What follows belongs to an exercise in optimizing a design on an open flow for small area, a short achievable clock period and few clock cycles per item; a production flow would make more cautious choices. At most, simulation tests tie the RTL to the original design; equivalence was not proved. Only the layout flow was run in runs 1 and 2; the RTL was not checked for function there. No activity file was given, so power comes from the tool's default toggle rates.

`config.mk`:
```
export PLATFORM = sky130hd
export DESIGN_NAME = sorted_list_insert_delete
export DESIGN_NICKNAME = sorted_list_insert_delete
export VERILOG_FILES = /design/flow/design.v
export SDC_FILE = /design/flow/constraint.sdc
export NUM_CORES = 4
export LEC_CHECK = 0
export ABC_CLOCK_PERIOD_IN_PS = 3000
export CAP_MARGIN = 20
export CORE_MARGIN = 2
export CORE_UTILIZATION = 40
export SETUP_SLACK_MARGIN = 3.0
export SLEW_MARGIN = 20
```
`constraint.sdc`:
```
create_clock -name core_clock -period 6.0 [get_ports {clock}]
set_input_delay 1.2000 -clock core_clock [delete_from_list [all_inputs] [get_ports {clock}]]
set_output_delay 1.2000 -clock core_clock [all_outputs]
set_load 0.01 [all_outputs]
```
`design.v`:
```
package sli_pkg;
   localparam int ValueWidth = 32;
   localparam int CountWidth = 5;
   typedef enum logic [1:0] {
      ACT_INSERT = 2'd0,
      ACT_DELETE = 2'd1,
      ACT_LIST   = 2'd2,
      ACT_NONE   = 2'd3
   } action_type;
   typedef enum logic [1:0] {
      ST_OK       = 2'd0,
      ST_FULL     = 2'd1,
      ST_EMPTY    = 2'd2,
      ST_NOTFOUND = 2'd3
   } status_type;
endpackage
module sli_ram #(
   parameter int Width = 32,
   parameter int Depth = 16
) (
   input  logic                     clock,
   input  logic                     wr_en,
   input  logic [$clog2(Depth)-1:0] wr_addr,
   input  logic [Width-1:0]         wr_data,
   input  logic [$clog2(Depth)-1:0] rd_addr,
   output logic [Width-1:0]         rd_data
);
   logic [Width-1:0] mem [Depth];
   always_ff @(posedge clock) begin
      if (wr_en) begin
         mem[wr_addr] <= wr_data;
      end
      rd_data <= mem[rd_addr];
   end
endmodule
module sli_ctrl #(
   parameter int Capacity = 16
) (
   input  logic                           clock,
   input  logic                           reset,
   input  logic                           in_valid,
   output logic                           in_ready,
   input  logic [1:0]                     in_action,
   input  logic [sli_pkg::ValueWidth-1:0] in_value,
   output logic                           out_valid,
   input  logic                           out_ready,
   output logic [1:0]                     out_status,
   output logic [sli_pkg::ValueWidth-1:0] out_entry,
   output logic [sli_pkg::CountWidth-1:0] out_count,
   output logic                           out_last
);
   localparam int NW = $clog2(Capacity + 1);
   localparam int VW = sli_pkg::ValueWidth;
   localparam int RW = 2 + VW + NW + 1;      
   logic [VW-1:0]     ent_ff [Capacity];
   logic [NW-1:0]     count_ff;
   logic              iv_ff;
   logic [1:0]        iact_ff;
   logic [VW-1:0]     ival_ff;
   logic              lact_ff;
   logic [NW-1:0]     lrem_ff;
   logic              qv0_ff, qv1_ff;
   logic [RW-1:0]     q0_ff, q1_ff;
   logic              exec, step, rot, ins, del, push, pop;
   logic [Capacity-1:0] vld, lt, eq, top;
   logic              found, full, empty;
   logic [VW-1:0]     vbus;
   logic [RW-1:0]     res;
   function automatic logic [1:0] cmp_lt_eq(input logic [VW-1:0] a, input logic [VW-1:0] b);
      logic [VW-1:0] ua, ub, g, p;
      ua = {~a[VW-1], a[VW-2:0]};
      ub = {~b[VW-1], b[VW-2:0]};
      g = ~ua & ub;
      p = ~(ua ^ ub);
      for (int l = 1; l < VW; l = l * 2) begin
         for (int k = 0; k < VW; k = k + 2 * l) begin
            g[k] = g[k+l] | (p[k+l] & g[k]);
            p[k] = p[k+l] & p[k];
         end
      end
      cmp_lt_eq = {g[0], p[0]};
   endfunction
   assign full  = (count_ff == NW'(Capacity));
   assign empty = (count_ff == '0);
   assign exec = iv_ff && !lact_ff && !qv1_ff;
   assign step = lact_ff && !qv1_ff;
   assign push = exec || step;
   assign pop  = qv0_ff && out_ready;
   assign in_ready = !iv_ff || (!lact_ff && !qv1_ff);
   always_comb begin
      for (int i = 0; i < Capacity; i++) begin
         logic [1:0] c;
         c = cmp_lt_eq(ent_ff[i], ival_ff);
         vld[i] = (NW'(i) < count_ff);
         top[i] = (NW'(i) == count_ff - NW'(1));
         lt[i]  = vld[i] && c[1];
         eq[i]  = vld[i] && c[0];
      end
   end
   assign found = |eq;
   assign ins = exec && (iact_ff == sli_pkg::ACT_INSERT) && !full;
   assign del = exec && (iact_ff == sli_pkg::ACT_DELETE) && found;
   assign rot = step || (exec && (iact_ff == sli_pkg::ACT_LIST) && !empty);
   assign vbus = rot ? ent_ff[0] : ival_ff;
   logic [Capacity-1:0] s_hold, s_dn, s_up, s_v;
   always_comb begin
      for (int i = 0; i < Capacity; i++) begin
         logic below_lt;
         below_lt = (i == 0) ? 1'b1 : lt[(i+Capacity-1)%Capacity];
         s_v[i]  = (ins && !lt[i] && below_lt) || (rot && top[i]);
         s_dn[i] = ins && !lt[i] && !below_lt;
         s_up[i] = ((del && !lt[i]) || (rot && !top[i])) && (i < Capacity - 1);
         s_hold[i] = !(s_v[i] || s_dn[i] || s_up[i]);
      end
   end
   always_ff @(posedge clock) begin
      for (int i = 0; i < Capacity; i++) begin
         ent_ff[i] <= ({VW{s_hold[i]}} & ent_ff[i])
                    | ({VW{s_dn[i]}} & ent_ff[(i+Capacity-1)%Capacity])
                    | ({VW{s_up[i]}} & ent_ff[(i+1)%Capacity])
                    | ({VW{s_v[i]}} & vbus);
      end
   end
   always_comb begin
      logic [1:0]    st;
      logic [NW-1:0] cn;
      logic          last;
      st = sli_pkg::ST_OK; cn = count_ff; last = 1'b1;
      if (step) begin
         last = (lrem_ff == NW'(1));
      end else begin
         case (iact_ff)
            sli_pkg::ACT_INSERT: begin
               if (full) st = sli_pkg::ST_FULL;
               else cn = count_ff + NW'(1);
            end
            sli_pkg::ACT_DELETE: begin
               if (empty) st = sli_pkg::ST_EMPTY;
               else if (!found) st = sli_pkg::ST_NOTFOUND;
               else cn = count_ff - NW'(1);
            end
            sli_pkg::ACT_LIST: begin
               if (empty) st = sli_pkg::ST_EMPTY;
               else last = (count_ff == NW'(1));
            end
            default: ;
         endcase
      end
      res = {last, cn, rot ? ent_ff[0] : VW'(0), st};
   end
   always_ff @(posedge clock) begin
      if (reset) begin
         count_ff <= '0; iv_ff <= 1'b0; lact_ff <= 1'b0;
         qv0_ff <= 1'b0; qv1_ff <= 1'b0;
      end else begin
         if (in_valid && in_ready) iv_ff <= 1'b1;
         else if (exec) iv_ff <= 1'b0;
         if (ins) count_ff <= count_ff + NW'(1);
         if (del) count_ff <= count_ff - NW'(1);
         if (exec) lact_ff <= (iact_ff == sli_pkg::ACT_LIST) && (count_ff > NW'(1));
         else if (step && lrem_ff == NW'(1)) lact_ff <= 1'b0;
         if (pop) begin
            qv0_ff <= qv1_ff || push;
            qv1_ff <= qv1_ff && push;
         end else if (!qv0_ff) begin
            qv0_ff <= push;
         end else if (push) begin
            qv1_ff <= 1'b1;
         end
      end
      if (in_valid && in_ready) begin
         iact_ff <= in_action; ival_ff <= in_value;
      end
      if (exec) lrem_ff <= count_ff - NW'(1);
      else if (step) lrem_ff <= lrem_ff - NW'(1);
      if (pop) begin
         q0_ff <= qv1_ff ? q1_ff : res;
         q1_ff <= res;
      end else if (!qv0_ff) begin
         q0_ff <= res;
      end else if (!qv1_ff) begin
         q1_ff <= res;
      end
   end
   assign out_valid  = qv0_ff;
   assign out_status = q0_ff[1:0];
   assign out_entry  = q0_ff[VW+1:2];
   assign out_count  = sli_pkg::CountWidth'(q0_ff[RW-2:VW+2]);
   assign out_last   = q0_ff[RW-1];
endmodule
module sorted_list_insert_delete #(
   parameter int CAPACITY = 16
) (
   input  logic        clock,
   input  logic        reset,
   input  logic        req_tvalid,
   output logic        req_tready,
   input  logic [39:0] req_tdata,    
   output logic        rsp_tvalid,
   input  logic        rsp_tready,
   output logic [39:0] rsp_tdata,    
   output logic        rsp_tlast
);
   logic [1:0]  st;
   logic [31:0] ent;
   logic [4:0]  cnt;
   sli_ctrl #(.Capacity(CAPACITY)) u_ctrl (
      .clock, .reset,
      .in_valid(req_tvalid), .in_ready(req_tready),
      .in_action(req_tdata[1:0]), .in_value(req_tdata[33:2]),
      .out_valid(rsp_tvalid), .out_ready(rsp_tready),
      .out_status(st), .out_entry(ent), .out_count(cnt), .out_last(rsp_tlast)
   );
   assign rsp_tdata = {1'b0, cnt, ent, st};
endmodule
```
`run.sh`:
```
#!/bin/bash
# synth_recipe.tcl (not shown) runs the flow's synth.tcl, then flattens the netlist and writes it again
# the make line also repeats each setting of config.mk as NAME=value (left out here)
make -C /OpenROAD-flow-scripts/flow DESIGN_CONFIG=/design/flow/config.mk WORK_HOME=/design/flow/orfs CLKGATE_MAP_FILE= SYNTH_SCRIPT=/design/flow/synth_recipe.tcl finish
```
==> flow_summary.json, run 1 <==
{
  "grt_pass1_wl_mm": 245.7,
  "fp.dieW_microns": 328.4,
  "fp-row-count": 118,
  "wl_met1_mm": 70.97,
  "fmax_mhz": 259.1,
  "tns_ps": 0,
  "route.detailed.drc": 0,
  "route.vias.total": 41544,
  "tritoncts": "done",
  "leakage_uw": 0.02131,
  "reg2reg_to": "u_ctrl.ent_ff[7][29]",
  "register_area_sq_um": 14020,
  "nets": 5785,
  "routabilityCongestion": 1.015,
  "grt_usage": 0.2962,
  "power.density_nw_per_um2": 348.6,
  "synth_fp_nets": 5582,
  "reg2reg_slack_ps": 2140,
  "yosys_warnings": 2,
  "cp-end-kind": "flip-flop",
  "die_h_microns": 328.4,
  "hp-start": "u_ctrl.ent_ff[2][8]",
  "finalHoldViolCount": 0,
  "ant_nets": 0,
  "synthSimpleGateAreaFrac": 0.1526,
  "gr-total-overflow": 0,
  "synth_compound_area_frac": 0.2768,
  "initial_utilization": 0.4049,
  "syn_area_sq_um": 42090,
  "worstSkewPairLatency_ps": 680,
  "worst_pin_slew_ps": 1091,
  "synthArstFlopShare": 0,
  "utilization": 0.5002,
  "rsz0062_at_grt": "yes",
  "cts_max_level": 3,
  "coreArea_sq_um": 103900,
  "wl_met3_mm": 13.25,
  "fin_crit_sh": 0.6433,
  "port_buffers": 79,
  "reg2reg_from": "u_ctrl.ival_ff[31]",
  "outcome": "no timing/DRC/antenna violations",
  "hpwl_mm": 116.8,
  "ios": 87,
  "setup_viol": 0,
  "fin_skew_ps": 33.11,
  "clk_path_buf_depth": 3,
  "top_layer_used": "met5",
  "synth-seq-cells": 640,
  "drt-pass1-iter-count": 10,
  "max-cap-violations": 0,
  "hold_path_depth": 2,
  "first_iter_violations": 4577,
  "yosysSeqAreaShare": 0.3327,
  "required_ps": 6600,
  "cts.sinks": 640,
  "wl_per_cell_microns": 25.13,
  "synthCells": 5018,
  "min_to": "u_ctrl.ent_ff[3][8]",
  "syn2layout_area_growth_pct": 23.52,
  "viasPerCell": 6.228,
  "muxShareOfSynthArea": 0.001486,
  "ctsRootBufferMaster": "clkbuf_16",
  "peakVddDrop_mv": 0.2052,
  "cts.clk_slew.worst_paths_ps": 60,
  "grt_pass1_vias": 39808,
  "fillers": 9798,
  "r2r_cells": 15,
  "synthXorXnorAreaFrac": 0.002467,
  "synth_top_family_by_area": "compound AO/OA/AOI/OAI gates",
  "yosysUniqueCellTypes": 92,
  "drive_above_1_share": 0.1328,
  "slew_violations": 0,
  "crit_type": "reg2reg",
  "startpoint_type": "flip-flop",
  "final.min_clock_period_ps": 3860,
  "multi_input_area_sq_um": 26310,
  "yosys.area_share.adder": 0.1546,
  "routed_wl_mm": 167.6,
  "numCtsBuffers": 79,
  "dieArea_sq_um": 107800,
  "synth_edf_count": 119,
  "crit_arrival_ps": 4460,
  "synth-main-ff-cell": "dfxtp_1",
  "min_path_type": "reg2reg",
  "relSlewSlack": 0.2727,
  "wl_met2_mm": 73.05,
  "avgSynthCellArea_sq_um": 8.387,
  "cp_max_fo": 18,
  "grt_max_degree": 53,
  "antenna_found_initial": 3
}
## flip-flops by register name, summed over array words and instances, names as in the netlist
| register | flops |
|---|---|
| u_ctrl.count_ff | 5 |
| u_ctrl.ent_ff | 512 |
| u_ctrl.q1_ff | 40 |
| u_ctrl.qv0_ff | 1 |
| u_ctrl.iact_ff | 2 |
| u_ctrl.lact_ff | 1 |
| u_ctrl.qv1_ff | 1 |
| u_ctrl.ival_ff | 32 |
| u_ctrl.q0_ff | 40 |
| u_ctrl.iv_ff | 1 |
| u_ctrl.lrem_ff | 5 |
## routing by layer
metal	vias to the layer above	GRT usage
met3	446	0.05252
met1	19918	0.3937
met4	2	0.1446
met5	-	0.005768
met2	1908	0.4624
li1	19270	-
## power by group
group          switching (uW)  internal, uW
Combinational            3180          2610
Clock                    2090          3050
Sequential               1480          5700
Total                    6760         11400
## cell families (layout without fill, tap and decap cells)
family,count (synthesis),in the layout
AND/OR/NAND/NOR,1406,1406
adder cells (fa/ha/maj),520,520
flip-flops,640,640
XOR/XNOR,11,11
buffers and inverters,848,1111
other,1,6
AO/OA/AOI/OAI,1586,1591
multiplexers,6,6
## cells in the final DEF (no fill, tap or decap), types with 77 or more instances in the layout
cell / instances
a22oi_1: 322
ha_1: 513
nand4_1: 138
a21oi_1: 189
a222oi_1: 96
nand2_1: 639
o21ai_0: 279
nor2_1: 213
inv_1: 539
buf_4: 199
clkdlybuf4s50_1: 77
o211ai_1: 105
edfxtp_1: 119
nand3_1: 160
dfxtp_1: 515
clkbuf_16: 96
## synthesized netlist by cell type, types with 63 or more instances
| cell type | n | area [sq um] |
|---|---|---|
| inv_1 | 541 | 2031 |
| o211ai_1 | 105 | 788.3 |
| a22o_1 | 63 | 551.8 |
| nor2_1 | 223 | 837.1 |
| clkbuf_1 | 204 | 765.7 |
| nand2_1 | 648 | 2432 |
| nor3_1 | 90 | 450.4 |
| nand3_1 | 164 | 820.8 |
| ha_1 | 520 | 6506 |
| a221o_1 | 69 | 690.7 |
| edfxtp_1 | 119 | 3573 |
| nand4_1 | 138 | 863.3 |
| a222oi_1 | 96 | 960.9 |
| a22oi_1 | 362 | 2718 |
| dfxtp_1 | 521 | 10430 |
| o21ai_0 | 291 | 1456 |
| a21oi_1 | 196 | 980.9 |
## stage by stage
stage	instances	hold slack [ps]	instance area, sq um	total power (uW)	worst slack, ps
floorplan	5018	448.8	42370	10710	2902
global placement	6286	471.2	44770	12280	1230
detailed placement	6286	478.5	44770	12510	1142
CTS	6634	478.9	51090	17960	2341
global route	6668	491.3	51980	19260	2142
finish	6671	483.2	51990	18120	2140
## repair_timing
action                                 in CTS  in global routing
gates resized for setup                   246                 85
hold buffers                                0                  0
setup buffers                             170                 14
gates cloned                               32                 18
endpoints found under the hold margin       0                  0
setup endpoints to repair                 538                532
pin swaps                                  47                 18
## worst max-delay path by stage
stage                        from                    end  cells past startpoint
2_1_floorplan  u_ctrl.ival_ff[22]  u_ctrl.ent_ff[11][29]                     11
3_3_place_gp   u_ctrl.ival_ff[27]    u_ctrl.ent_ff[0][5]                     10
3_5_place_dp   u_ctrl.ival_ff[27]    u_ctrl.ent_ff[0][0]                     10
4_1_cts        u_ctrl.ival_ff[31]  u_ctrl.ent_ff[11][18]                     14
5_1_grt        u_ctrl.ival_ff[31]   u_ctrl.ent_ff[4][14]                     14
6_report       u_ctrl.ival_ff[31]   u_ctrl.ent_ff[7][29]                     15
## area by class of cell
cell class	count	area share
Clock inverter	35	0.008664
Sequential cell	640	0.2696
Multi-Input combinational cell	3535	0.5060
Tap cell	1380	0.03321
Antenna cell	5	0.0002407
Timing Repair Buffer	422	0.09843
Clock buffer	111	0.04445
Inverter	543	0.03935
## worst max-delay path: stages (launching register included)
cell and delay (ps):
edfxtp_1 430, clkinvlp_4 160, buf_12 170, buf_4 150, ha_1 290, nand4_1 220, nor4_2 90, nand4_1 270
o2111ai_2 180, or4_4 590, a21boi_4 420, buf_4 200, buf_8 160, clkbuf_16 220, a22oi_1 110, nand3_1 100
==> run 2: changes to the inputs <==
--- a/design.v
+++ b/design.v
@@ -58,11 +58,15 @@
    logic [1:0]        iact_ff;
    logic [VW-1:0]     ival_ff;
+   logic              cv_ff;
+   logic [1:0]        cact_ff;
+   logic [VW-1:0]     cval_ff;
+   logic [Capacity-1:0] clt_ff, ceq_ff;      
    logic              lact_ff;
    logic [NW-1:0]     lrem_ff;
    logic              qv0_ff, qv1_ff;
    logic [RW-1:0]     q0_ff, q1_ff;
-   logic              exec, step, rot, ins, del, push, pop;
-   logic [Capacity-1:0] vld, lt, eq, top;
-   logic              found, full, empty;
+   logic              exec, step, rot, ins, del, push, pop, cload;
+   logic [Capacity-1:0] vld, lt, eq, top, rlt, req;
+   logic              found, full, empty, vlt, veq;
    logic [VW-1:0]     vbus;
    logic [RW-1:0]     res;
@@ -83,24 +87,27 @@
    assign full  = (count_ff == NW'(Capacity));
    assign empty = (count_ff == '0);
-   assign exec = iv_ff && !lact_ff && !qv1_ff;
-   assign step = lact_ff && !qv1_ff;
-   assign push = exec || step;
-   assign pop  = qv0_ff && out_ready;
-   assign in_ready = !iv_ff || (!lact_ff && !qv1_ff);
+   assign exec  = cv_ff && !lact_ff && !qv1_ff;
+   assign step  = lact_ff && !qv1_ff;
+   assign push  = exec || step;
+   assign pop   = qv0_ff && out_ready;
+   assign cload = iv_ff && (!cv_ff || exec);
+   assign in_ready = !iv_ff || !cv_ff || exec;
    always_comb begin
       for (int i = 0; i < Capacity; i++) begin
          logic [1:0] c;
-         c = cmp_lt_eq(ent_ff[i], ival_ff);
          vld[i] = (NW'(i) < count_ff);
          top[i] = (NW'(i) == count_ff - NW'(1));
-         lt[i]  = vld[i] && c[1];
-         eq[i]  = vld[i] && c[0];
+         lt[i]  = vld[i] && clt_ff[i];
+         eq[i]  = vld[i] && ceq_ff[i];
+         c = cmp_lt_eq(ent_ff[i], ival_ff);
+         rlt[i] = c[1];
+         req[i] = c[0];
       end
    end
    assign found = |eq;
-   assign ins = exec && (iact_ff == sli_pkg::ACT_INSERT) && !full;
-   assign del = exec && (iact_ff == sli_pkg::ACT_DELETE) && found;
-   assign rot = step || (exec && (iact_ff == sli_pkg::ACT_LIST) && !empty);
-   assign vbus = rot ? ent_ff[0] : ival_ff;
+   assign ins = exec && (cact_ff == sli_pkg::ACT_INSERT) && !full;
+   assign del = exec && (cact_ff == sli_pkg::ACT_DELETE) && found;
+   assign rot = step || (exec && (cact_ff == sli_pkg::ACT_LIST) && !empty);
+   assign vbus = rot ? ent_ff[0] : cval_ff;
    logic [Capacity-1:0] s_hold, s_dn, s_up, s_v;
    always_comb begin
@@ -120,4 +127,25 @@
                     | ({VW{s_up[i]}} & ent_ff[(i+1)%Capacity])
                     | ({VW{s_v[i]}} & vbus);
+      end
+   end
+   logic [Capacity-1:0] src_lt, src_eq;
+   always_comb begin
+      logic [1:0] c;
+      c = cmp_lt_eq(cval_ff, ival_ff);
+      src_lt = cload ? rlt : clt_ff;
+      src_eq = cload ? req : ceq_ff;
+      vlt = rot ? src_lt[0] : c[1];
+      veq = rot ? src_eq[0] : c[0];
+   end
+   always_ff @(posedge clock) begin
+      for (int i = 0; i < Capacity; i++) begin
+         clt_ff[i] <= (s_hold[i] & src_lt[i])
+                    | (s_dn[i] & src_lt[(i+Capacity-1)%Capacity])
+                    | (s_up[i] & src_lt[(i+1)%Capacity])
+                    | (s_v[i] & vlt);
+         ceq_ff[i] <= (s_hold[i] & src_eq[i])
+                    | (s_dn[i] & src_eq[(i+Capacity-1)%Capacity])
+                    | (s_up[i] & src_eq[(i+1)%Capacity])
+                    | (s_v[i] & veq);
       end
    end
@@ -130,5 +158,5 @@
          last = (lrem_ff == NW'(1));
       end else begin
-         case (iact_ff)
+         case (cact_ff)
             sli_pkg::ACT_INSERT: begin
                if (full) st = sli_pkg::ST_FULL;
@@ -151,12 +179,14 @@
    always_ff @(posedge clock) begin
       if (reset) begin
-         count_ff <= '0; iv_ff <= 1'b0; lact_ff <= 1'b0;
+         count_ff <= '0; iv_ff <= 1'b0; cv_ff <= 1'b0; lact_ff <= 1'b0;
          qv0_ff <= 1'b0; qv1_ff <= 1'b0;
       end else begin
          if (in_valid && in_ready) iv_ff <= 1'b1;
-         else if (exec) iv_ff <= 1'b0;
+         else if (cload) iv_ff <= 1'b0;
+         if (cload) cv_ff <= 1'b1;
+         else if (exec) cv_ff <= 1'b0;
          if (ins) count_ff <= count_ff + NW'(1);
          if (del) count_ff <= count_ff - NW'(1);
-         if (exec) lact_ff <= (iact_ff == sli_pkg::ACT_LIST) && (count_ff > NW'(1));
+         if (exec) lact_ff <= (cact_ff == sli_pkg::ACT_LIST) && (count_ff > NW'(1));
          else if (step && lrem_ff == NW'(1)) lact_ff <= 1'b0;
          if (pop) begin
@@ -171,4 +201,7 @@
       if (in_valid && in_ready) begin
          iact_ff <= in_action; ival_ff <= in_value;
+      end
+      if (cload) begin
+         cact_ff <= iact_ff; cval_ff <= ival_ff;
       end
       if (exec) lrem_ff <= count_ff - NW'(1);
--- a/config.mk
+++ b/config.mk
@@ -6,8 +6,8 @@
 export NUM_CORES = 4
 export LEC_CHECK = 0
-export ABC_CLOCK_PERIOD_IN_PS = 3000
+export ABC_CLOCK_PERIOD_IN_PS = 2500
 export CAP_MARGIN = 20
 export CORE_MARGIN = 2
 export CORE_UTILIZATION = 40
-export SETUP_SLACK_MARGIN = 3.0
+export SETUP_SLACK_MARGIN = 3.5
 export SLEW_MARGIN = 20
==> flow_summary.json, run 2 <==
{
  "outcome": "no timing/DRC/antenna violations",
  "largestRegisters": "u_ctrl.ent_ff: 512 flops, u_ctrl.q0_ff: 40 flops, u_ctrl.q1_ff: 40 flops",
  "cp-end-kind": "flip-flop",
  "route.vias.total": 44964,
  "fin_skew_ps": 39.10,
  "fmax_mhz": 303.9,
  "combinationalPowerShare": 0.281,
  "synth_edf_count": 153,
  "grt_pass1_wl_mm": 282.8,
  "synth_fp_nets": 5383,
  "synth-seq-cells": 707,
  "p_sw_frac": 0.3626,
  "ant_nets": 0,
  "hpwl_mm": 120.9,
  "rsz0062_at_grt": "yes",
  "cp_max_fo": 17,
  "final_common_cell": "inv_1",
  "cts_max_level": 3,
  "max-cap-violations": 0,
  "syn_area_sq_um": 42830,
  "drt-pass1-iter-count": 14,
  "worst_pin_slew_ps": 946.5,
  "grt_usage": 0.3441,
  "p_clk_frac": 0.300,
  "final_area_sq_um": 56920,
  "numCtsBuffers": 84,
  "fp-row-count": 120,
  "relSlewSlack": 0.3668,
  "cts.clk_slew.worst_paths_ps": 70,
  "leakage_uw": 0.02292,
  "cts.sinks": 707,
  "largest_reg_flops": 512,
  "synthTopCellsByArea": "dfxtp_1 (26%), ha_1 (16%), edfxtp_1 (11%), o21ai_0 (7.2%), a222oi_1 (6.8%)",
  "synth_most_common_cell": "o21ai_0",
  "die_h_microns": 331.2,
  "routabilityCongestion": 0.9918,
  "synth_top_area_frac": 0.2590,
  "ctsRootBufferMaster": "clkbuf_16",
  "tns_ps": 0,
  "setup_viol": 0,
  "min_path_type": "reg2reg",
  "first_iter_violations": 8703,
  "antenna_found_initial": 6,
  "required_ps": 6530,
  "worstSkewPairLatency_ps": 690,
  "power.density_nw_per_um2": 307.5,
  "yosys_warnings": 2,
  "synth_largest_area_cell": "dfxtp_1",
  "synth-main-ff-cell": "dfxtp_1",
  "cp_slowest_stage_delay_ps": 410,
  "ios": 87,
  "finalHoldViolCount": 0,
  "slew_violations": 0,
  "crit_arrival_ps": 3820,
  "dieArea_sq_um": 109700,
  "startpoint_type": "flip-flop",
  "synth_common_cells": "o21ai_0 (616), inv_1 (565), dfxtp_1 (554), ha_1 (552), nand2_1 (430)",
  "p_seq_frac": 0.419,
  "clk_path_buf_depth": 3,
  "initial_utilization": 0.4017,
  "gr-total-overflow": 0,
  "routed_wl_mm": 200.7,
  "regMostFlops": "u_ctrl.ent_ff",
  "postPlaceCellArea_sq_um": 45840,
  "drive_above_1_share": 0.2076,
  "holdWs_ps": 473.0,
  "r2r_cells": 10,
  "grt_pass1_vias": 42019,
  "viasPerCell": 6.740,
  "utilization": 0.5339,
  "internal_power_uw": 11160,
  "coreArea_sq_um": 106600,
  "syn2layout_area_growth_pct": 32.90,
  "power_switching_uw": 6345,
  "final.min_clock_period_ps": 3290,
  "grt_max_degree": 41,
  "crit_type": "reg2reg",
  "cts_hold_buf": 0,
  "wl_per_cell_microns": 30.09,
  "tritoncts": "done",
  "port_buffers": 79,
  "yosysUniqueCellTypes": 90,
  "peakVddDrop_mv": 0.2161,
  "worstPathCellList": "buf_4 -> buf_4 -> o31a_1 -> nor2_2 -> nand2_1 -> nor2_1 -> o32ai_4 -> buf_12 -> a222oi_1 -> o21ai_1",
  "fp.dieW_microns": 331.2,
  "hold_path_depth": 0,
  "avgSynthCellArea_sq_um": 8.946,
  "nets": 5798,
  "fin_crit_sh": 0.5484,
  "cp_common_cell": "buf_4",
  "synthCells": 4787,
  "yosysSeqAreaShare": 0.3662,
  "cp_slowest_cell": "dfxtp_4",
  "final_cell_mix": "inv_1 (559), dfxtp_1 (545), ha_1 (535), nand2_1 (376), a222oi_1 (293)",
  "route.detailed.drc": 0,
  "synthArstFlopShare": 0
}
[run 2: changes by cell type in the layout (fill, tap and decap cells not counted), sizes merged, moves of 65 or more]
cell and delta:
a22oi -324, nand3 -96, nor2 -65, o211ai -84, a221o +135, nand2 -217, a222oi +197, o21ai +340
buf +155
[run 2: power by group through the flow]
stage | clock network (uW) | registers, uW | logic, uW
floorplan | 0 | 6820 | 3100
global placement | 0 | 7260 | 4060
detailed placement | 0 | 7260 | 4210
CTS | 5260 | 7180 | 4620
global route | 5460 | 7410 | 5500
finish | 5250 | 7340 | 4920
[run 2: logic make-up (layout without fill, tap and decap cells)]
group / Yosys count / after routing / synth area share
multiplexers: 8 / 8 / 0.002045
adder cells (fa/ha/maj): 553 / 553 / 0.1615
buffers and inverters: 820 / 1278 / 0.07403
AO/OA/AOI/OAI: 1735 / 1755 / 0.2895
other: 1 / 3 / 0.00008756
AND/OR/NAND/NOR: 954 / 955 / 0.1047
XOR/XNOR: 9 / 9 / 0.001841
flip-flops: 707 / 707 / 0.3663
[run 2: final timing paths]
check,from,to,slack (ps)
worst max-delay path,u_ctrl.count_ff[1],u_ctrl.ent_ff[4][4],2710
worst min-delay path,u_ctrl.iact_ff[0],u_ctrl.cact_ff[0],470
worst max register to register,u_ctrl.count_ff[1],u_ctrl.ent_ff[4][4],2710
worst min register to register,u_ctrl.iact_ff[0],u_ctrl.cact_ff[0],470
[run 2: what timing repair did]
action	CTS	global route
buffers inserted	255	48
gates resized for setup	837	252
pin swaps	311	194
endpoints found under the setup margin	710	578
gates cloned	90	9
[run 2: layout make-up]
cell class / instances / area, sq um
Tap cell: 1403 / 1755
Multi-Input combinational cell: 3281 / 27120
Timing Repair Buffer: 562 / 7456
Inverter: 565 / 2147
Clock buffer: 122 / 2420
Fill cell: 9329 / 49690
Clock inverter: 28 / 292.8
Antenna cell: 2 / 5.005
Timing Repair inverter: 1 / 7.507
Sequential cell: 707 / 15720
[run 2: per-layer routing]
| layer | routed length, microns | GRT usage |
|---|---|---|
| met4 | 19160 | 0.2634 |
| met1 | 72920 | 0.4241 |
| met5 | 0 | 0.005211 |
| met3 | 25290 | 0.09874 |
| met2 | 83370 | 0.5062 |
[run 2: critical path, delay by kind of cell, from the launching register on]
family                 cells  cell delay, ps
DFF                        1             410
and+or+nand+nor            3            1070
AOI/OAI and AO/OA          4            1090
buffers and inverters      3             530
[run 2: through the flow]
stage	total power, uW	setup slack, ps	std cells
after floorplan	9918	3284	4787
final	17500	2710	6671
after global routing	18370	2762	6669
after CTS	17060	2945	6612
after global placement	11320	1983	6114
after detailed placement	11460	1996	6117
==> run 3: changes to the inputs <==
--- a/design.v
+++ b/design.v
@@ -55,4 +55,5 @@
    logic [VW-1:0]     ent_ff [Capacity];
    logic [NW-1:0]     count_ff;
+   logic [Capacity-1:0] vld_ff;              
    logic              iv_ff;
    logic [1:0]        iact_ff;
@@ -61,5 +62,7 @@
    logic [1:0]        cact_ff;
    logic [VW-1:0]     cval_ff;
-   logic [Capacity-1:0] clt_ff, ceq_ff;      
+   logic [Capacity-1:0] clt_ff;              
+   logic              cins_ff, cdel_ff, crot_ff, cfound_ff;
+   logic              rdy_ff;
    logic              lact_ff;
    logic [NW-1:0]     lrem_ff;
@@ -67,24 +70,25 @@
    logic [RW-1:0]     q0_ff, q1_ff;
    logic              exec, step, rot, ins, del, push, pop, cload;
-   logic [Capacity-1:0] vld, lt, eq, top, rlt, req;
-   logic              found, full, empty, vlt, veq;
+   logic [Capacity-1:0] vld, lt, top, rlt, req, nvld;
+   logic              full, empty, vlt, veq;
+   logic [NW-1:0]     ncount;
    logic [VW-1:0]     vbus;
    logic [RW-1:0]     res;
    function automatic logic [1:0] cmp_lt_eq(input logic [VW-1:0] a, input logic [VW-1:0] b);
-      logic [VW-1:0] ua, ub, g, p;
+      logic [VW-1:0] ua, ub, k, p;
       ua = {~a[VW-1], a[VW-2:0]};
       ub = {~b[VW-1], b[VW-2:0]};
-      g = ~ua & ub;
+      k = ua & ~ub;
       p = ~(ua ^ ub);
       for (int l = 1; l < VW; l = l * 2) begin
-         for (int k = 0; k < VW; k = k + 2 * l) begin
-            g[k] = g[k+l] | (p[k+l] & g[k]);
-            p[k] = p[k+l] & p[k];
+         for (int j = 0; j < VW; j = j + 2 * l) begin
+            k[j] = k[j+l] | (p[j+l] & k[j]);
+            p[j] = p[j+l] & p[j];
          end
       end
-      cmp_lt_eq = {g[0], p[0]};
+      cmp_lt_eq = {~k[0] & ~p[0], p[0]};
    endfunction
-   assign full  = (count_ff == NW'(Capacity));
-   assign empty = (count_ff == '0);
+   assign full  = vld_ff[Capacity-1];
+   assign empty = !vld_ff[0];
    assign exec  = cv_ff && !lact_ff && !qv1_ff;
    assign step  = lact_ff && !qv1_ff;
@@ -92,12 +96,11 @@
    assign pop   = qv0_ff && out_ready;
    assign cload = iv_ff && (!cv_ff || exec);
-   assign in_ready = !iv_ff || !cv_ff || exec;
+   assign in_ready = rdy_ff;
    always_comb begin
       for (int i = 0; i < Capacity; i++) begin
          logic [1:0] c;
-         vld[i] = (NW'(i) < count_ff);
-         top[i] = (NW'(i) == count_ff - NW'(1));
-         lt[i]  = vld[i] && clt_ff[i];
-         eq[i]  = vld[i] && ceq_ff[i];
+         vld[i] = vld_ff[i];
+         top[i] = vld_ff[i] && ((i == Capacity - 1) || !vld_ff[(i+1)%Capacity]);
+         lt[i]  = clt_ff[i];
          c = cmp_lt_eq(ent_ff[i], ival_ff);
          rlt[i] = c[1];
@@ -105,8 +108,11 @@
       end
    end
-   assign found = |eq;
-   assign ins = exec && (cact_ff == sli_pkg::ACT_INSERT) && !full;
-   assign del = exec && (cact_ff == sli_pkg::ACT_DELETE) && found;
-   assign rot = step || (exec && (cact_ff == sli_pkg::ACT_LIST) && !empty);
+   assign ins = exec && cins_ff;
+   assign del = exec && cdel_ff;
+   assign rot = step || (exec && crot_ff);
+   assign ncount = ins ? count_ff + NW'(1) : del ? count_ff - NW'(1) : count_ff;
+   always_comb begin
+      nvld = ins ? {vld[Capacity-2:0], 1'b1} : del ? {1'b0, vld[Capacity-1:1]} : vld;
+   end
    assign vbus = rot ? ent_ff[0] : cval_ff;
    logic [Capacity-1:0] s_hold, s_dn, s_up, s_v;
@@ -134,19 +140,38 @@
       c = cmp_lt_eq(cval_ff, ival_ff);
       src_lt = cload ? rlt : clt_ff;
-      src_eq = cload ? req : ceq_ff;
       vlt = rot ? src_lt[0] : c[1];
-      veq = rot ? src_eq[0] : c[0];
-   end
-   always_ff @(posedge clock) begin
-      for (int i = 0; i < Capacity; i++) begin
-         clt_ff[i] <= (s_hold[i] & src_lt[i])
-                    | (s_dn[i] & src_lt[(i+Capacity-1)%Capacity])
-                    | (s_up[i] & src_lt[(i+1)%Capacity])
-                    | (s_v[i] & vlt);
-         ceq_ff[i] <= (s_hold[i] & src_eq[i])
-                    | (s_dn[i] & src_eq[(i+Capacity-1)%Capacity])
-                    | (s_up[i] & src_eq[(i+1)%Capacity])
-                    | (s_v[i] & veq);
-      end
+      veq = rot ? req[0] : c[0];
+   end
+   logic [Capacity-1:0] mlt, meq;
+   always_comb begin
+      for (int i = 0; i < Capacity; i++) begin
+         mlt[i] = ((s_hold[i] & src_lt[i])
+                 | (s_dn[i] & src_lt[(i+Capacity-1)%Capacity])
+                 | (s_up[i] & src_lt[(i+1)%Capacity])
+                 | (s_v[i] & vlt)) & nvld[i];
+         meq[i] = ((s_hold[i] & req[i])
+                 | (s_dn[i] & req[(i+Capacity-1)%Capacity])
+                 | (s_up[i] & req[(i+1)%Capacity])
+                 | (s_v[i] & veq)) & nvld[i];
+      end
+   end
+   always_ff @(posedge clock) begin
+      clt_ff <= mlt;
+      if (cload) begin
+         cins_ff <= (iact_ff == sli_pkg::ACT_INSERT) && !nvld[Capacity-1];
+         cfound_ff <= |meq;
+         cdel_ff <= (iact_ff == sli_pkg::ACT_DELETE) && (|meq);
+         crot_ff <= (iact_ff == sli_pkg::ACT_LIST) && nvld[0];
+      end
+   end
+   logic niv, ncv, nlact, nqv1;
+   always_comb begin
+      niv = (in_valid && in_ready) || (iv_ff && !cload);
+      ncv = cload || (cv_ff && !exec);
+      if (exec) nlact = crot_ff && (count_ff > NW'(1));
+      else if (step && lrem_ff == NW'(1)) nlact = 1'b0;
+      else nlact = lact_ff;
+      if (pop) nqv1 = qv1_ff && push;
+      else nqv1 = qv1_ff || (qv0_ff && push);
    end
    always_comb begin
@@ -165,5 +190,5 @@
             sli_pkg::ACT_DELETE: begin
                if (empty) st = sli_pkg::ST_EMPTY;
-               else if (!found) st = sli_pkg::ST_NOTFOUND;
+               else if (!cfound_ff) st = sli_pkg::ST_NOTFOUND;
                else cn = count_ff - NW'(1);
             end
@@ -179,15 +204,16 @@
    always_ff @(posedge clock) begin
       if (reset) begin
-         count_ff <= '0; iv_ff <= 1'b0; cv_ff <= 1'b0; lact_ff <= 1'b0;
-         qv0_ff <= 1'b0; qv1_ff <= 1'b0;
+         count_ff <= '0; vld_ff <= '0; iv_ff <= 1'b0; cv_ff <= 1'b0; lact_ff <= 1'b0;
+         qv0_ff <= 1'b0; qv1_ff <= 1'b0; rdy_ff <= 1'b1;
       end else begin
+         rdy_ff <= !niv || !ncv || (!nlact && !nqv1);
          if (in_valid && in_ready) iv_ff <= 1'b1;
          else if (cload) iv_ff <= 1'b0;
          if (cload) cv_ff <= 1'b1;
          else if (exec) cv_ff <= 1'b0;
+         vld_ff <= nvld;
          if (ins) count_ff <= count_ff + NW'(1);
          if (del) count_ff <= count_ff - NW'(1);
-         if (exec) lact_ff <= (cact_ff == sli_pkg::ACT_LIST) && (count_ff > NW'(1));
-         else if (step && lrem_ff == NW'(1)) lact_ff <= 1'b0;
+         lact_ff <= nlact;
          if (pop) begin
             qv0_ff <= qv1_ff || push;
==> flow_summary.json, run 3 <==
{
  "fin_skew_ps": 23.30,
  "multi_input_area_sq_um": 24740,
  "synth_most_common_cell": "o21ai_0",
  "cts_hold_buf": 0,
  "yosys_warnings": 2,
  "fp-row-count": 117,
  "tritoncts": "done",
  "syn_area_sq_um": 40750,
  "utilization": 0.4823,
  "hpwl_mm": 100.6,
  "wl_per_cell_microns": 23.86,
  "power.density_nw_per_um2": 397.1,
  "worst_pin_slew_ps": 1052,
  "grt_usage": 0.2567,
  "grt_pass1_wl_mm": 213.1,
  "fin_crit_sh": 0.5727,
  "initial_utilization": 0.4016,
  "viasPerCell": 6.430,
  "required_ps": 6400,
  "final.min_clock_period_ps": 3436,
  "route.detailed.drc": 0,
  "slew_violations": 0,
  "synthCells": 4267,
  "synth-seq-cells": 712,
  "synth-main-ff-cell": "dfxtp_1",
  "ios": 87,
  "synth_largest_area_cell": "dfxtp_1",
  "worstSkewPairLatency_ps": 650,
  "crit_arrival_ps": 3840,
  "max-cap-violations": 0,
  "synth_top_area_frac": 0.2727,
  "clk_path_buf_depth": 3,
  "cp-end-kind": "flip-flop",
  "grt_pass1_vias": 35472,
  "leakage_uw": 0.01975,
  "antenna_found_initial": 1,
  "grt_max_degree": 46,
  "dieArea_sq_um": 104400,
  "cts_max_level": 3,
  "startpoint_type": "flip-flop",
  "regMostFlops": "u_ctrl.ent_ff",
  "synth_fp_nets": 4860,
  "crit_type": "reg2reg",
  "holdWs_ps": 453.7,
  "peakVddDrop_mv": 0.2142,
  "numCtsBuffers": 81,
  "route.vias.total": 37463,
  "port_buffers": 79,
  "synthArstFlopShare": 0,
  "fp.dieW_microns": 323.2,
  "drive_above_1_share": 0.1434,
  "first_iter_violations": 5499,
  "finalHoldViolCount": 0,
  "synth_edf_count": 157,
  "synthTopCellsByArea": "dfxtp_1 (27%), ha_1 (17%), edfxtp_1 (12%), a222oi_1 (8.6%), o21ai_0 (7.5%)",
  "ant_nets": 0,
  "coreArea_sq_um": 101400,
  "synth_common_cells": "o21ai_0 (612), dfxtp_1 (555), ha_1 (549), a222oi_1 (352), nand2_1 (277)",
  "routed_wl_mm": 139.0,
  "outcome": "no timing/DRC/antenna violations",
  "final_common_cell": "o21ai_0",
  "setup_viol": 0,
  "yosysUniqueCellTypes": 78,
  "fmax_mhz": 291.0,
  "syn2layout_area_growth_pct": 20.09,
  "min_path_type": "reg2reg",
  "cts.clk_slew.worst_paths_ps": 60,
  "drt-pass1-iter-count": 10,
  "tns_ps": 0,
  "relSlewSlack": 0.2988,
  "routabilityCongestion": 0.9559,
  "avgSynthCellArea_sq_um": 9.549,
  "nets": 4986,
  "rsz0062_at_grt": "yes",
  "fin_cells": 5826,
  "yosysSeqAreaShare": 0.3884,
  "fillers": 9347,
  "die_h_microns": 323.2,
  "cp_max_fo": 9,
  "largest_reg_flops": 512,
  "final_cell_mix": "o21ai_0 (608), dfxtp_1 (551), ha_1 (526), a222oi_1 (352), nand2_1 (274)",
  "place_inst": 5542,
  "gr-total-overflow": 0,
  "largestRegisters": "u_ctrl.ent_ff: 512 flops, u_ctrl.q0_ff: 40 flops, u_ctrl.q1_ff: 40 flops",
  "ctsRootBufferMaster": "clkbuf_16",
  "register_area_sq_um": 15840,
  "cts.sinks": 712
}
==> run 3: changes by cell type after synthesis, moves of 33 or more <==
cell	before	now
a21o_1	32	105
a221o_1	204	130
a222oi_1	293	352
a22o_1	37	1
and2_1	41	8
clkbuf_1	193	267
inv_1	565	75
nand2_1	430	277
nor2_1	159	204
nor2b_1	13	52
o22ai_1	51	16
==> run 3: kinds of logic after synthesis <==
logic type,after synthesis,synth area share
other,1,0.00009203
XOR/XNOR,11,0.002364
multiplexers,11,0.002764
AO/OA/AOI/OAI,1753,0.3022
buffers and inverters,379,0.03642
flip-flops,712,0.3884
adder cells (fa/ha/maj),550,0.1688
AND/OR/NAND/NOR,850,0.09900
==> run 3: through the flow <==
| stage | worst slack (ps) | power, uW | area (sq um) |
|---|---|---|---|
| finish | 2564 | 19430 | 48930 |
| global route | 2505 | 20680 | 48930 |
| CTS | 2656 | 19290 | 48520 |
| detailed placement | 1297 | 13920 | 43610 |
| global placement | 1466 | 13660 | 43610 |
| floorplan | 3119 | 12050 | 40990 |
==> run 3: critical path: stages, from the launching register on <==
cell        delay, ps
edfxtp_1          390
clkinvlp_4        130
buf_12            160
ha_1              270
nand4_1           180
nor3_4             80
nand4_1           120
buf_4             130
buf_8             150
a21oi_2           100
o41ai_4           590
o2111ai_2         180
or4_4             490
and3b_1           190
==> run 3: path summary, 6_finish.rpt <==
path                            from           endpoint  slack, ps  cells after the start
setup / recovery  u_ctrl.ival_ff[28]     u_ctrl.cdel_ff       2560                     13
hold / removal     u_ctrl.ival_ff[0]  u_ctrl.cval_ff[0]        450                      0
setup reg to reg  u_ctrl.ival_ff[28]     u_ctrl.cdel_ff       2560                     13
hold reg to reg    u_ctrl.ival_ff[0]  u_ctrl.cval_ff[0]        450                      0
==> run 3: timing repair <==
action | 4_1_cts | 5_1_grt
setup buffers | 113 | 17
pin swaps | 49 | 17
resized for setup | 314 | 43
setup endpoints to repair | 631 | 302
cloned | 3 | 3
==> run 3: layout make-up <==
type                       instances  area share
sequential                       712      0.3237
antenna                            1  0.00005114
multi-input combinational       3179      0.5056
tap                             1368     0.03498
clock inverter                    39    0.008540
inverter                          75    0.007108
clock buffer                     108     0.04712
timing repair buffer             344     0.07292
==> run 3: where the power goes <==
group	internal [uW]	leakage, uW	switching (uW)
clock	2970	0.00134	2150
combinational	2970	0.0123	2790
sequential	6490	0.00615	2060
==> run 3: metal layers <==
layer,wire length (microns),vias to the layer above,track usage
met5,0,-,0
met4,5558,0,0.1055
met3,10280,223,0.03274
met2,63360,1539,0.4149
met1,59810,18208,0.3457
li1,-,17493,-
Testbench counts of run 3, summed over its fixed seeds: cycles 6,685, items 3,200.
==> run 4: changes to the inputs <==
--- a/design.v
+++ b/design.v
@@ -62,6 +62,7 @@
    logic [1:0]        cact_ff;
    logic [VW-1:0]     cval_ff;
-   logic [Capacity-1:0] clt_ff;              
-   logic              cins_ff, cdel_ff, crot_ff, cfound_ff;
+   logic [Capacity-1:0] clt_ff, ceq_ff;      
+   logic              cins_ff, cdel_ff, crot_ff;   
+   logic              exec_ff, step_ff, cload_ff, ins_ff, delr_ff, rot_ff;
    logic              rdy_ff;
    logic              lact_ff;
@@ -71,5 +72,5 @@
    logic              exec, step, rot, ins, del, push, pop, cload;
    logic [Capacity-1:0] vld, lt, top, rlt, req, nvld;
-   logic              full, empty, vlt, veq;
+   logic              full, empty, vlt, veq, found;
    logic [NW-1:0]     ncount;
    logic [VW-1:0]     vbus;
@@ -91,9 +92,9 @@
    assign full  = vld_ff[Capacity-1];
    assign empty = !vld_ff[0];
-   assign exec  = cv_ff && !lact_ff && !qv1_ff;
-   assign step  = lact_ff && !qv1_ff;
+   assign exec  = exec_ff;
+   assign step  = step_ff;
    assign push  = exec || step;
    assign pop   = qv0_ff && out_ready;
-   assign cload = iv_ff && (!cv_ff || exec);
+   assign cload = cload_ff;
    assign in_ready = rdy_ff;
    always_comb begin
@@ -108,7 +109,8 @@
       end
    end
-   assign ins = exec && cins_ff;
-   assign del = exec && cdel_ff;
-   assign rot = step || (exec && crot_ff);
+   assign found = |ceq_ff;
+   assign ins = ins_ff;
+   assign del = delr_ff && found;
+   assign rot = rot_ff;
    assign ncount = ins ? count_ff + NW'(1) : del ? count_ff - NW'(1) : count_ff;
    always_comb begin
@@ -140,6 +142,7 @@
       c = cmp_lt_eq(cval_ff, ival_ff);
       src_lt = cload ? rlt : clt_ff;
+      src_eq = cload ? req : ceq_ff;
       vlt = rot ? src_lt[0] : c[1];
-      veq = rot ? req[0] : c[0];
+      veq = rot ? src_eq[0] : c[0];
    end
    logic [Capacity-1:0] mlt, meq;
@@ -150,7 +153,7 @@
                  | (s_up[i] & src_lt[(i+1)%Capacity])
                  | (s_v[i] & vlt)) & nvld[i];
-         meq[i] = ((s_hold[i] & req[i])
-                 | (s_dn[i] & req[(i+Capacity-1)%Capacity])
-                 | (s_up[i] & req[(i+1)%Capacity])
+         meq[i] = ((s_hold[i] & src_eq[i])
+                 | (s_dn[i] & src_eq[(i+Capacity-1)%Capacity])
+                 | (s_up[i] & src_eq[(i+1)%Capacity])
                  | (s_v[i] & veq)) & nvld[i];
       end
@@ -158,13 +161,12 @@
    always_ff @(posedge clock) begin
       clt_ff <= mlt;
-      if (cload) begin
-         cins_ff <= (iact_ff == sli_pkg::ACT_INSERT) && !nvld[Capacity-1];
-         cfound_ff <= |meq;
-         cdel_ff <= (iact_ff == sli_pkg::ACT_DELETE) && (|meq);
-         crot_ff <= (iact_ff == sli_pkg::ACT_LIST) && nvld[0];
-      end
-   end
-   logic niv, ncv, nlact, nqv1;
-   always_comb begin
+      ceq_ff <= meq;
+      cins_ff <= ncins; cdel_ff <= ncdel; crot_ff <= ncrot;
+   end
+   logic niv, ncv, nlact, nqv1, ncins, ncdel, ncrot, nexec, nstep;
+   always_comb begin
+      ncins = cload ? (iact_ff == sli_pkg::ACT_INSERT) && !nvld[Capacity-1] : cins_ff;
+      ncdel = cload ? (iact_ff == sli_pkg::ACT_DELETE) : cdel_ff;
+      ncrot = cload ? (iact_ff == sli_pkg::ACT_LIST) && nvld[0] : crot_ff;
       niv = (in_valid && in_ready) || (iv_ff && !cload);
       ncv = cload || (cv_ff && !exec);
@@ -174,4 +176,6 @@
       if (pop) nqv1 = qv1_ff && push;
       else nqv1 = qv1_ff || (qv0_ff && push);
+      nexec = ncv && !nlact && !nqv1;
+      nstep = nlact && !nqv1;
    end
    always_comb begin
@@ -190,5 +194,5 @@
             sli_pkg::ACT_DELETE: begin
                if (empty) st = sli_pkg::ST_EMPTY;
-               else if (!cfound_ff) st = sli_pkg::ST_NOTFOUND;
+               else if (!found) st = sli_pkg::ST_NOTFOUND;
                else cn = count_ff - NW'(1);
             end
@@ -206,5 +210,13 @@
          count_ff <= '0; vld_ff <= '0; iv_ff <= 1'b0; cv_ff <= 1'b0; lact_ff <= 1'b0;
          qv0_ff <= 1'b0; qv1_ff <= 1'b0; rdy_ff <= 1'b1;
+         exec_ff <= 1'b0; step_ff <= 1'b0; cload_ff <= 1'b0;
+         ins_ff <= 1'b0; delr_ff <= 1'b0; rot_ff <= 1'b0;
       end else begin
+         exec_ff <= nexec;
+         step_ff <= nstep;
+         cload_ff <= niv && (!ncv || nexec);
+         ins_ff <= nexec && ncins;
+         delr_ff <= nexec && ncdel;
+         rot_ff <= nstep || (nexec && ncrot);
          rdy_ff <= !niv || !ncv || (!nlact && !nqv1);
          if (in_valid && in_ready) iv_ff <= 1'b1;
--- a/config.mk
+++ b/config.mk
@@ -6,5 +6,4 @@
 export NUM_CORES = 4
 export LEC_CHECK = 0
-export ABC_CLOCK_PERIOD_IN_PS = 2500
 export CAP_MARGIN = 20
 export CORE_MARGIN = 2
==> flow_summary.json, run 4 <==
{
  "outcome": "no timing/DRC/antenna violations",
  "fp-row-count": 119,
  "synth_largest_area_cell": "dfxtp_1",
  "routabilityCongestion": 0.9521,
  "cts.clk_slew.worst_paths_ps": 60,
  "required_ps": 6530,
  "relSlewSlack": 0.2918,
  "crit_type": "reg2reg",
  "fp.dieW_microns": 330.0,
  "largestRegisters": "u_ctrl.ent_ff: 512 flops, u_ctrl.q0_ff: 40 flops, u_ctrl.q1_ff: 40 flops",
  "rsz0062_at_grt": "yes",
  "slew_violations": 0,
  "worst_slack_ps": 3105,
  "port_buffers": 79,
  "worstSkewPairLatency_ps": 660,
  "cp_slowest_cell": "o21ai_0",
  "setup_viol": 0,
  "dieArea_sq_um": 108900,
  "cts.sinks": 733,
  "worst_pin_slew_ps": 1058,
  "peakVddDrop_mv": 0.2520,
  "synth_top_area_frac": 0.2732,
  "crit_arrival_ps": 3420,
  "wl_per_cell_microns": 26.27,
  "grt_pass1_vias": 38662,
  "largest_reg_flops": 512,
  "synthTopCellsByArea": "dfxtp_1 (27%), ha_1 (16%), edfxtp_1 (11%), a222oi_1 (11%), nand2_1 (11%)",
  "nets": 5549,
  "grt_pass1_wl_mm": 248.4,
  "fin_skew_ps": 20.42,
  "ant_nets": 0,
  "synth_edf_count": 153,
  "startpoint_type": "flip-flop",
  "route.vias.total": 41590,
  "yosysUniqueCellTypes": 86,
  "routed_wl_mm": 168.4,
  "route.detailed.drc": 0,
  "fin_crit_sh": 0.4824,
  "ios": 87,
  "synth_common_cells": "nand2_1 (1198), dfxtp_1 (580), ha_1 (549), a222oi_1 (452), a21oi_1 (266)",
  "die_h_microns": 330.0,
  "initial_utilization": 0.4038,
  "drt-pass1-iter-count": 13,
  "gr-total-overflow": 0,
  "fmax_mhz": 345.5,
  "final_cell_mix": "nand2_1 (1196), dfxtp_1 (576), ha_1 (515), a222oi_1 (452), a21oi_1 (259)",
  "worstPathCellList": "clkinvlp_4 -> buf_12 -> ha_1 -> a21oi_1 -> o21ai_0 -> nor4b_1 -> o31a_1 -> o31ai_2 -> a222oi_1 -> a21oi_1",
  "cp_max_fo": 5,
  "synth_top_family_by_area": "compound AO/OA/AOI/OAI gates",
  "antenna_found_initial": 1,
  "cts_hold_buf": 0,
  "tns_ps": 0,
  "yosys.area_share.adder": 0.1616,
  "viasPerCell": 6.485,
  "grt_usage": 0.2982,
  "cp_common_cell": "a21oi_1",
  "yosysSeqAreaShare": 0.3813,
  "cp_slowest_stage_delay_ps": 420,
  "ctsRootBufferMaster": "clkbuf_16",
  "holdWs_ps": 450.3,
  "clk_path_buf_depth": 3,
  "utilization": 0.4895,
  "synth_fp_nets": 5355,
  "power.density_nw_per_um2": 387.8,
  "synth_most_common_cell": "nand2_1",
  "fillers": 9708,
  "first_iter_violations": 7939,
  "hpwl_mm": 115.5,
  "yosys_warnings": 2,
  "post-place-ws_ps": 2052,
  "synthCells": 4762,
  "syn2layout_area_growth_pct": 21.23,
  "tritoncts": "done",
  "finalHoldViolCount": 0,
  "leakage_uw": 0.02232,
  "max-cap-violations": 0,
  "synth_compound_area_frac": 0.2346,
  "cts_max_level": 3,
  "synth-main-ff-cell": "dfxtp_1",
  "fin_cells": 6413,
  "synthArstFlopShare": 0,
  "grt_max_degree": 69,
  "n_antenna_cell": 0,
  "regMostFlops": "u_ctrl.ent_ff",
  "synthXorXnorAreaFrac": 0.003091,
  "syn_area_sq_um": 42500,
  "final_common_cell": "nand2_1",
  "avgSynthCellArea_sq_um": 8.926,
  "drive_above_1_share": 0.1456,
  "numCtsBuffers": 83,
  "coreArea_sq_um": 105300,
  "final.min_clock_period_ps": 2895,
  "synthSimpleGateAreaFrac": 0.1719,
  "min_path_type": "reg2reg",
  "place_inst": 6082,
  "synth-seq-cells": 733,
  "cp-end-kind": "flip-flop",
  "muxShareOfSynthArea": 0.001501
}
-- run 4: cell types whose count changed in the layout (fill, tap and decap cells not counted), moves of 37 or more --
cell      delta
nand2_1    +922
a21oi_1     +53
nor2b_1     -39
a222oi_1   +100
inv_1       +73
buf_4       +54
a21o_1      -78
a221o_1     -89
o21ai_0    -432
a21boi_0    +37
-- run 4: cells by family (layout without fill, tap and decap cells) --
family,Yosys count,after routing
buffers and inverters,439,695
DFF,733,733
xor gates and xnor gates,15,15
and+or+nand+nor,1716,1717
other,1,1
AOI/OAI and AO/OA,1304,1307
muxes,5,5
adders and majority gates,549,549
-- run 4: what timing repair did --
action / CTS / global route
setup buffers: 151 / 20
setup endpoints to repair: 605 / 276
resized for setup: 423 / 42
gates cloned: 4 / 4
pin swaps: 152 / 34
-- run 4: where the power goes --
part | total, uW | internal, uW | switching (uW)
sequential | 9110 | 6620 | 2490
combinational | 5660 | 2480 | 3180
clock | 5210 | 3010 | 2200
-- run 4: critical path: cells and delay by family (launching register included) --
kind            cells  cell delay, ps
buf+inv             2             400
flops               1             390
fa+ha+maj           1             290
compound gates      6            1390
simple gates        1             280
-- run 4: final cells by class --
| class | count | area (sq um) | area share |
|---|---|---|---|
| Clock inverter | 32 | 287.8 | 0.005585 |
| Inverter | 146 | 618.1 | 0.01200 |
| Sequential cell | 733 | 16220 | 0.3148 |
| Clock buffer | 119 | 2417 | 0.04691 |
| Timing Repair Buffer | 398 | 3904 | 0.07576 |
| Multi-Input combinational cell | 3594 | 26340 | 0.5112 |
| Tap cell | 1391 | 1740 | 0.03378 |
-- run 4: worst paths after layout --
| check | from | endpoint | slack [ps] | cells after the start |
|---|---|---|---|---|
| worst min-delay path | u_ctrl.ival_ff[9] | u_ctrl.cval_ff[9] | 450 | 0 |
| worst min register to register | u_ctrl.ival_ff[9] | u_ctrl.cval_ff[9] | 450 | 0 |
| worst max-delay path | u_ctrl.ival_ff[1] | u_ctrl.clt_ff[13] | 3110 | 10 |
| worst max register to register | u_ctrl.ival_ff[1] | u_ctrl.clt_ff[13] | 3110 | 10 |
-- run 4: metal layers --
metal	vias up	wire length [microns]	global-route usage
li1	18721	-	-
met1	19835	68020	0.4090
met2	2614	72470	0.4528
met3	420	18690	0.04504
met4	0	9261	0.1570
met5	-	0	0
-- run 4: through the flow --
step,area (sq um),total power [uW]
finish,51530,19980
global route,51530,21040
CTS,51120,19630
detailed placement,45040,13800
global placement,44980,13580
floorplan,42530,11510
Testbench counts of run 4, summed over its fixed seeds: cycles 6,685, items 3,200.
==> run 5: changes to the inputs <==
--- a/config.mk
+++ b/config.mk
@@ -8,5 +8,5 @@
 export CAP_MARGIN = 20
 export CORE_MARGIN = 2
-export CORE_UTILIZATION = 40
+export CORE_UTILIZATION = 60
 export SETUP_SLACK_MARGIN = 3.5
 export SLEW_MARGIN = 20
==> flow_summary.json, run 5 <==
{
  "outcome": "no timing/DRC/antenna violations",
  "startpoint_type": "flip-flop",
  "cp-end-kind": "flip-flop",
  "worstPathCellList": "clkinvlp_4 -> buf_6 -> ha_4 -> nand4_1 -> nor4_4 -> o31ai_2 -> a311oi_2 -> nor3_2 -> buf_4 -> buf_12 -> o21ai_2 -> a31oi_1",
  "postPlaceCellArea_sq_um": 44390,
  "cp_slowest_cell": "edfxtp_1",
  "yosys_warnings": 2,
  "hp-start": "u_ctrl.ival_ff[30]",
  "first_iter_violations": 8476,
  "slew_violations": 0,
  "crit_arrival_ps": 3610,
  "numCtsBuffers": 82,
  "tritoncts": "done",
  "hpwl_mm": 109.1,
  "fp-row-count": 97,
  "port_buffers": 79,
  "ant_nets": 0,
  "synth_largest_area_cell": "dfxtp_1",
  "peakVddDrop_mv": 0.2889,
  "coreArea_sq_um": 70030,
  "leakage_uw": 0.02231,
  "rsz0062_at_grt": "yes",
  "cts.sinks": 733,
  "cts_hold_buf": 0,
  "syn2layout_area_growth_pct": 19.65,
  "fin_skew_ps": 30.52,
  "synth-main-ff-cell": "dfxtp_1",
  "synthArstFlopShare": 0,
  "grt_pass1_wl_mm": 233.4,
  "synth_fp_nets": 5355,
  "fp.dieW_microns": 270.2,
  "regMostFlops": "u_ctrl.ent_ff",
  "avgSynthCellArea_sq_um": 8.926,
  "grt_usage": 0.4108,
  "yosysSeqAreaShare": 0.3813,
  "largest_reg_flops": 512,
  "antenna_found_initial": 0,
  "place_inst": 5614,
  "final_common_cell": "nand2_1",
  "route.detailed.drc": 0,
  "routed_wl_mm": 162.9,
  "wl_per_cell_microns": 27.41,
  "drt-pass1-iter-count": 12,
  "largestRegisters": "u_ctrl.ent_ff: 512 flops, u_ctrl.q0_ff: 40 flops, u_ctrl.q1_ff: 40 flops",
  "worst_pin_slew_ps": 1097,
  "dieArea_sq_um": 72990,
  "worstSkewPairLatency_ps": 650,
  "final.min_clock_period_ps": 3091,
  "cts_max_level": 3,
  "syn_area_sq_um": 42500,
  "multi_input_area_sq_um": 26310,
  "fin_crit_sh": 0.5151,
  "synthCells": 4762,
  "max-cap-violations": 0,
  "yosysUniqueCellTypes": 86,
  "crit_type": "reg2reg",
  "initial_utilization": 0.6070,
  "finalHoldViolCount": 0,
  "final_area_sq_um": 50860,
  "hold_path_depth": 0,
  "reg2reg_slack_ps": 2910,
  "grt_max_degree": 72,
  "setup_viol": 0,
  "grt_pass1_vias": 37863,
  "tns_ps": 0,
  "fillers": 5257,
  "relSlewSlack": 0.2689,
  "cp_max_fo": 8,
  "synth-seq-cells": 733,
  "min_path_type": "reg2reg",
  "cp_slowest_stage_delay_ps": 420,
  "required_ps": 6520,
  "synth_most_common_cell": "nand2_1",
  "final_cell_mix": "nand2_1 (1195), dfxtp_1 (575), ha_1 (528), a222oi_1 (452), a21oi_1 (256)",
  "reg2reg_from": "u_ctrl.ival_ff[12]",
  "gr-total-overflow": 0,
  "ctsRootBufferMaster": "clkbuf_16",
  "synth_common_cells": "nand2_1 (1198), dfxtp_1 (580), ha_1 (549), a222oi_1 (452), a21oi_1 (266)",
  "fin_cells": 5943,
  "route.vias.total": 42133,
  "n_antenna_cell": 0,
  "fin_total_pwr_uw": 19900,
  "die_h_microns": 270.2,
  "ios": 87,
  "synth_top_area_frac": 0.2732,
  "drive_above_1_share": 0.1441,
  "synthTopCellsByArea": "dfxtp_1 (27%), ha_1 (16%), edfxtp_1 (11%), a222oi_1 (11%), nand2_1 (11%)",
  "r2r_cells": 12,
  "viasPerCell": 7.090,
  "synth_edf_count": 153,
  "min_to": "u_ctrl.cval_ff[30]",
  "routabilityCongestion": 0.9721,
  "register_area_sq_um": 16220,
  "nets": 5532,
  "fmax_mhz": 323.6,
  "reg2reg_to": "u_ctrl.clt_ff[9]",
  "power.density_nw_per_um2": 391.3,
  "cts.clk_slew.worst_paths_ps": 70,
  "clk_path_buf_depth": 3
}
[run 5: cell counts after synthesis]
Identical to the previous run, type by type.
[run 5: how the worst max path moves through the flow]
| stage | to | cells past startpoint | startpoint | slack (ps) |
|---|---|---|---|---|
| floorplan | u_ctrl.clt_ff[5] | 10 | u_ctrl.ival_ff[27] | 3480 |
| global placement | u_ctrl.clt_ff[1] | 11 | u_ctrl.ival_ff[29] | 1990 |
| detailed placement | u_ctrl.clt_ff[1] | 11 | u_ctrl.ival_ff[29] | 1940 |
| CTS | u_ctrl.clt_ff[7] | 11 | u_ctrl.ival_ff[8] | 3100 |
| global route | u_ctrl.clt_ff[6] | 12 | u_ctrl.ival_ff[12] | 2910 |
| finish | u_ctrl.clt_ff[9] | 12 | u_ctrl.ival_ff[12] | 2910 |
[run 5: kinds of logic (layout without fill, tap and decap cells)]
group           after synthesis  after routing  synth area share
fa+ha+maj                   549            549            0.1616
simple gates               1716           1723            0.1719
flops                       733            733            0.3813
mux                           5              5          0.001501
buf+inv                     439            660           0.04592
other cells                   1              1        0.00008823
compound gates             1304           1317            0.2346
xor+xnor                     15             15          0.003091
[run 5: metrics by stage]
stage / setup WS [ps] / utilization / hold WS (ps)
after global placement: 1993 / 0.6332 / 430.3
after detailed placement: 1938 / 0.6338 / 433.9
after floorplan: 3481 / - / 426.4
final: 2909 / 0.7262 / 449.9
after CTS: 3097 / 0.7043 / 448.4
after global routing: 2905 / 0.7262 / 449.3
[run 5: critical path: cells and delay by family (launching register included)]
kind | cells | cell delay (ps)
and+or+nand+nor | 3 | 700
AOI/OAI and AO/OA | 4 | 770
adders and majority gates | 1 | 260
DFF | 1 | 420
buffers and inverters | 4 | 810
[run 5: power breakdown]
part           internal [uW]  total, uW  switching [uW]  leakage [uW]
logic                   2330       5380            3050        0.0146
registers               6620       9110            2480       0.00628
clock network           3270       5420            2150       0.00142
total                  12200      19900            7680        0.0223
[run 5: layout make-up]
type,count,share of cell area
clock buffers,114,0.04736
clock inverters,34,0.008956
inverters,146,0.01242
multi-input cells,3610,0.5174
flip-flops and latches,733,0.3189
well taps,940,0.02313
repair buffers,366,0.07184
[run 5: what timing repair did]
action,in CTS,in global routing
pin swaps,57,104
buffers inserted,98,52
gates cloned,6,24
endpoints found under the setup margin,615,341
gates resized for setup,277,143
[run 5: routing by layer]
| metal | up-vias | GRT usage | part of all wire |
|---|---|---|---|
| li1 | 18726 | - | - |
| met1 | 19812 | 0.5803 | 0.38 |
| met2 | 3082 | 0.6095 | 0.43 |
| met3 | 513 | 0.09113 | 0.14 |
| met4 | 0 | 0.1620 | 0.053 |
| met5 | - | 0 | 0 |

re-timing with driven ports:
Ports are ideal in the flow. The routed layouts listed here were re-timed in OpenROAD. Step 1: set_driving_cell puts a clkbuf_16 on clock and a buf_2 on each other input, an assumption about the parent block. Step 2 moves the port delays by t, midway between the first and last clock arrival at a register: inputs arrive t later, outputs are due t later. That takes back most of the time a late clock gives input paths. Three values: no drivers, after step 1, after step 2; two values: the first two.
run | t, ns | slack for setup (ns) | slew at the worst register clock pin (ns) | worst data-port slew with drivers (ns) | cell pins on the clock port's net
run 1 | 0.736 | 2.140 / 2.140 / 2.140 | 0.06 / 0.06 | 0.05 | 1
run 2 | 0.741 | 2.710 / 2.710 / 2.710 | 0.07 / 0.07 | 0.04 | 1
run 3 | 0.708 | 2.564 / 2.564 / 2.564 | 0.06 / 0.06 | 0.10 | 1
run 4 | 0.726 | 3.105 / 3.105 / 2.922 | 0.07 / 0.07 | 0.05 | 1
run 5 | 0.708 | 2.909 / 2.909 / 2.909 | 0.07 / 0.07 | 0.05 | 1
After both steps every run listed still meets setup and hold. The setup slack of run 4, which loses most, moves by 0.000 ns with the drivers and by -0.183 ns with both steps.
